Background: an optimization exercise with open tools, aiming at small area. Do not read the settings as production practice. The RTL was checked by simulation tests, not by an equivalence proof against the original design. No activity file was given, so power comes from the tool's default toggle rates.

Setup of try-willow:
// apb_slave
module apb_slave #(
  parameter int DEPTH     = apb_slave_pkg::DEPTH,
  parameter int NUM_BANKS = apb_slave_pkg::NUM_BANKS
) (
  input  logic                 Hclk,
  input  logic                 Hreset,
  input  logic [NUM_BANKS-1:0] Pselx,
  input  logic                 Penable,
  input  logic                 Pwrite,
  input  logic [31:0]          Paddr,
  input  logic [31:0]          Pwdata,
  output logic [31:0]          Prdata,
  output logic                 proto_err,
  output logic [15:0]          wr_count,
  output logic [15:0]          rd_count
);
For scale: ~1600 flip-flops, about 140 I/O pins, ~49000 um^2 of cells after synthesis.
Settings: LEC_CHECK=0, CAP_MARGIN=15, CORE_MARGIN=2, CORE_UTILIZATION=55, GPL_TIMING_DRIVEN=0, PLACE_DENSITY=0.65, SETUP_SLACK_MARGIN=0.2, SLEW_MARGIN=15, SYNTH_HIERARCHICAL=1; clock period 5.0 ns.
standard.sh (not shown) runs the stock make flow with config.mk's settings and CLKGATE_MAP_FILE= SYNTH_SCRIPT=/design/flow/synth_recipe.tcl, a recipe that flattens the netlist after the stock synthesis.
==> flow/flow/run.sh <==
#!/bin/bash
# The standard layout (standard.sh): the standard synthesis unchanged,
# then the layout steps with layout-only options passed to the ORFS make:
# synthesis buffers removed at floorplan, the largest buffers kept out of
# the resizer's repairs, and CTS with clusters of at most 18 flip-flops per
# clkbuf_8 and no dummy loads.
# make's output goes to flow_synth.log and flow_make.log in this folder;
# ORFS's per-step logs are copied to flow_logs/.
set -o pipefail
bash standard.sh synth > flow_synth.log 2>&1 || { cp -r orfs/logs flow_logs; exit 1; }
bash standard.sh \
  REMOVE_ABC_BUFFERS=1 \
  "DONT_USE_CELLS=sky130_fd_sc_hd__probe_p_8 sky130_fd_sc_hd__probec_p_8 sky130_fd_sc_hd__lpflow_bleeder_1 sky130_fd_sc_hd__lpflow_clkbufkapwr_1 sky130_fd_sc_hd__lpflow_clkbufkapwr_16 sky130_fd_sc_hd__lpflow_clkbufkapwr_2 sky130_fd_sc_hd__lpflow_clkbufkapwr_4 sky130_fd_sc_hd__lpflow_clkbufkapwr_8 sky130_fd_sc_hd__lpflow_clkinvkapwr_1 sky130_fd_sc_hd__lpflow_clkinvkapwr_16 sky130_fd_sc_hd__lpflow_clkinvkapwr_2 sky130_fd_sc_hd__lpflow_clkinvkapwr_4 sky130_fd_sc_hd__lpflow_clkinvkapwr_8 sky130_fd_sc_hd__lpflow_decapkapwr_12 sky130_fd_sc_hd__lpflow_decapkapwr_3 sky130_fd_sc_hd__lpflow_decapkapwr_4 sky130_fd_sc_hd__lpflow_decapkapwr_6 sky130_fd_sc_hd__lpflow_decapkapwr_8 sky130_fd_sc_hd__lpflow_inputiso0n_1 sky130_fd_sc_hd__lpflow_inputiso0p_1 sky130_fd_sc_hd__lpflow_inputiso1n_1 sky130_fd_sc_hd__lpflow_inputiso1p_1 sky130_fd_sc_hd__lpflow_inputisolatch_1 sky130_fd_sc_hd__lpflow_isobufsrc_1 sky130_fd_sc_hd__lpflow_isobufsrc_16 sky130_fd_sc_hd__lpflow_isobufsrc_2 sky130_fd_sc_hd__lpflow_isobufsrc_4 sky130_fd_sc_hd__lpflow_isobufsrc_8 sky130_fd_sc_hd__lpflow_isobufsrckapwr_16 sky130_fd_sc_hd__lpflow_lsbuf_lh_hl_isowell_tap_1 sky130_fd_sc_hd__lpflow_lsbuf_lh_hl_isowell_tap_2 sky130_fd_sc_hd__lpflow_lsbuf_lh_hl_isowell_tap_4 sky130_fd_sc_hd__lpflow_lsbuf_lh_isowell_4 sky130_fd_sc_hd__lpflow_lsbuf_lh_isowell_tap_1 sky130_fd_sc_hd__lpflow_lsbuf_lh_isowell_tap_2 sky130_fd_sc_hd__lpflow_lsbuf_lh_isowell_tap_4  sky130_fd_sc_hd__buf_12 sky130_fd_sc_hd__buf_16 sky130_fd_sc_hd__bufbuf_16 sky130_fd_sc_hd__bufbuf_8 sky130_fd_sc_hd__buf_8" \
  "CTS_ARGS=-sink_clustering_enable -repair_clock_nets -buf_list sky130_fd_sc_hd__clkbuf_8 -sink_clustering_size 18 -sink_clustering_max_diameter 50 -dont_use_dummy_load" \
  finish > flow_make.log 2>&1
rc=$?
cp -r orfs/logs flow_logs 2>/dev/null
exit $rc
Changes in try-maple relative to try-willow:
- swapping 15 for 10 in SLEW_MARGIN
- swapping 15 for 10 in CAP_MARGIN
- swapping 0.2 for 0.1 in SETUP_SLACK_MARGIN
- swapping 0.65 for 0.7 in PLACE_DENSITY
- swapping 55 for 60 in CORE_UTILIZATION
-- flow/flow/run.sh --
<<< try-willow, line 5
# the resizer's repairs, and CTS with clusters of at most 18 flip-flops per
# clkbuf_8 and no dummy loads.
>>> try-maple, line 5
# the resizer's repairs, and CTS with clusters of at most 20 flip-flops per
# clkbuf_8 and no dummy loads; ports buffered with buf_1.
<<< try-willow, line 14
  "CTS_ARGS=-sink_clustering_enable -repair_clock_nets -buf_list sky130_fd_sc_hd__clkbuf_8 -sink_clustering_size 18 -sink_clustering_max_diameter 50 -dont_use_dummy_load" \
>>> try-maple, line 14
  "CTS_ARGS=-sink_clustering_enable -repair_clock_nets -buf_list sky130_fd_sc_hd__clkbuf_8 -sink_clustering_size 20 -sink_clustering_max_diameter 50 -dont_use_dummy_load" \
  "BUFFER_PORTS_ARGS=-buffer_cell sky130_fd_sc_hd__buf_1" \
### Flow results
STATUS run=try-maple STAGES=ALL_DONE FINAL_CHECKS=FAILED CAUSE=antenna violations
Summary — count of placed standard cells including taps, try-maple relative to try-willow: lower, by 126.
Looking only at global-route usage, and setting everything else aside, the lower value of try-maple and try-willow goes to try-willow.
Comparing try-willow against try-maple, there is no change at all in fraction of registers with async set/reset.
Taking try-willow as the reference, in try-maple number of non-clock buffers down 11%; die outline area down about 8%; pre-CTS setup slack up 0.18 ns; average via count per standard cell up about 2.4%.
Changes observed in try-maple relative to try-willow: clock latency of the later-clocked register in the worst-skew pair decreased by 0.02 ns relative to the old numbers; final-layout non-clock buffer area share lost 1.9 points; power consumption decreased 0.46%.
Of the two values seen for cell type of the slowest stage on the worst timing path, sky130_fd_sc_hd__nor2_2 was produced by try-willow and sky130_fd_sc_hd__nor2_1 by try-maple.
### try-maple -> try-amber
- a change of CORE_UTILIZATION from 60 to 55
- a change of PLACE_DENSITY from 0.7 to 0.65
-- flow/flow/run.sh --
<<< try-maple, line 5
# the resizer's repairs, and CTS with clusters of at most 20 flip-flops per
>>> try-amber, line 5
# the resizer's repairs, and CTS with clusters of at most 18 flip-flops per
<<< try-maple, line 14
  "CTS_ARGS=-sink_clustering_enable -repair_clock_nets -buf_list sky130_fd_sc_hd__clkbuf_8 -sink_clustering_size 20 -sink_clustering_max_diameter 50 -dont_use_dummy_load" \
>>> try-amber, line 14
  "CTS_ARGS=-sink_clustering_enable -repair_clock_nets -buf_list sky130_fd_sc_hd__clkbuf_8 -sink_clustering_size 18 -sink_clustering_max_diameter 50 -dont_use_dummy_load" \
[summary]
try-amber completed every stage of the flow, and the final layout passed the timing, design-rule and antenna checks. Diff try-maple -> try-amber: remaining number of nets flagged by the antenna check after routing went down by 1; net total in the final layout was more or less identical; post-route cell area went up by 230 um^2; utilization went down by 5.5 points; post-placement cell count went up by 2.3%. Comparing try-amber with try-maple, the power came out essentially unchanged.
Changes in try-onyx relative to try-amber:
- PLACE_DENSITY now 0.7, was 0.65
- SLEW_MARGIN now 15, was 10
- CAP_MARGIN now 15, was 10
- CORE_UTILIZATION now 60, was 55
-- flow/flow/run.sh --
<<< try-amber, line 5
# the resizer's repairs, and CTS with clusters of at most 18 flip-flops per
>>> try-onyx, line 5
# the resizer's repairs, and CTS with clusters of at most 20 flip-flops per
<<< try-amber, line 14
  "CTS_ARGS=-sink_clustering_enable -repair_clock_nets -buf_list sky130_fd_sc_hd__clkbuf_8 -sink_clustering_size 18 -sink_clustering_max_diameter 50 -dont_use_dummy_load" \
>>> try-onyx, line 14
  "CTS_ARGS=-sink_clustering_enable -repair_clock_nets -buf_list sky130_fd_sc_hd__clkbuf_8 -sink_clustering_size 20 -sink_clustering_max_diameter 50 -dont_use_dummy_load" \
==> results.txt <==
Compared with try-amber, in try-onyx time the final worst path needs with I/O delays and setup has increased, number of clock buffers in the layout has decreased, multi-input combinational cell area has increased, setup slack has decreased.
Share of power burned in registers: try-amber vs try-onyx, no meaningful difference
| total of max-cap violations | try-amber vs try-onyx | ≈ equal |

==> what the ideal ports hide <==
No port has a modelled driver above. Below, the same layouts with a new extraction and two added sets of constraints. Step 1 (the two cells are an assumption about what drives the block):
set clk [get_ports {Hclk}]
set_driving_cell -lib_cell sky130_fd_sc_hd__clkbuf_16 $clk
set_driving_cell -lib_cell sky130_fd_sc_hd__buf_2 [delete_from_list [all_inputs] $clk]
Step 2 times the ports against the registers' clock, not the clock port: input delays grow and output delays shrink by t, the midpoint of the rising clock arrivals with the driver on. Three values: ideal, step 1, step 2; two values: the first two.
| run | t, ns | setup WS [ns] | worst hold slack (ns) | slew at the worst register clock pin (ns) | pins driven straight from the clock port |
|---|---|---|---|---|---|
| try-willow | 0.874 | 0.428 / 0.475 / -0.399 | 0.263 / 0.263 / 0.263 | 0.11 / 0.11 | 1 |
| try-maple | 0.859 | 0.407 / 0.371 / -0.488 | 0.295 / 0.295 / 0.295 | 0.11 / 0.11 | 1 |
| try-amber | 0.873 | 0.414 / 0.414 / -0.335 | 0.302 / 0.281 / 0.302 | 0.11 / 0.11 | 1 |
| try-onyx | 0.845 | 0.359 / 0.359 / -0.473 | 0.291 / 0.291 / 0.291 | 0.12 / 0.12 | 1 |
For try-maple, which loses most, drivers alone change the setup slack by -0.036 ns; drivers and shift together by -0.895 ns.
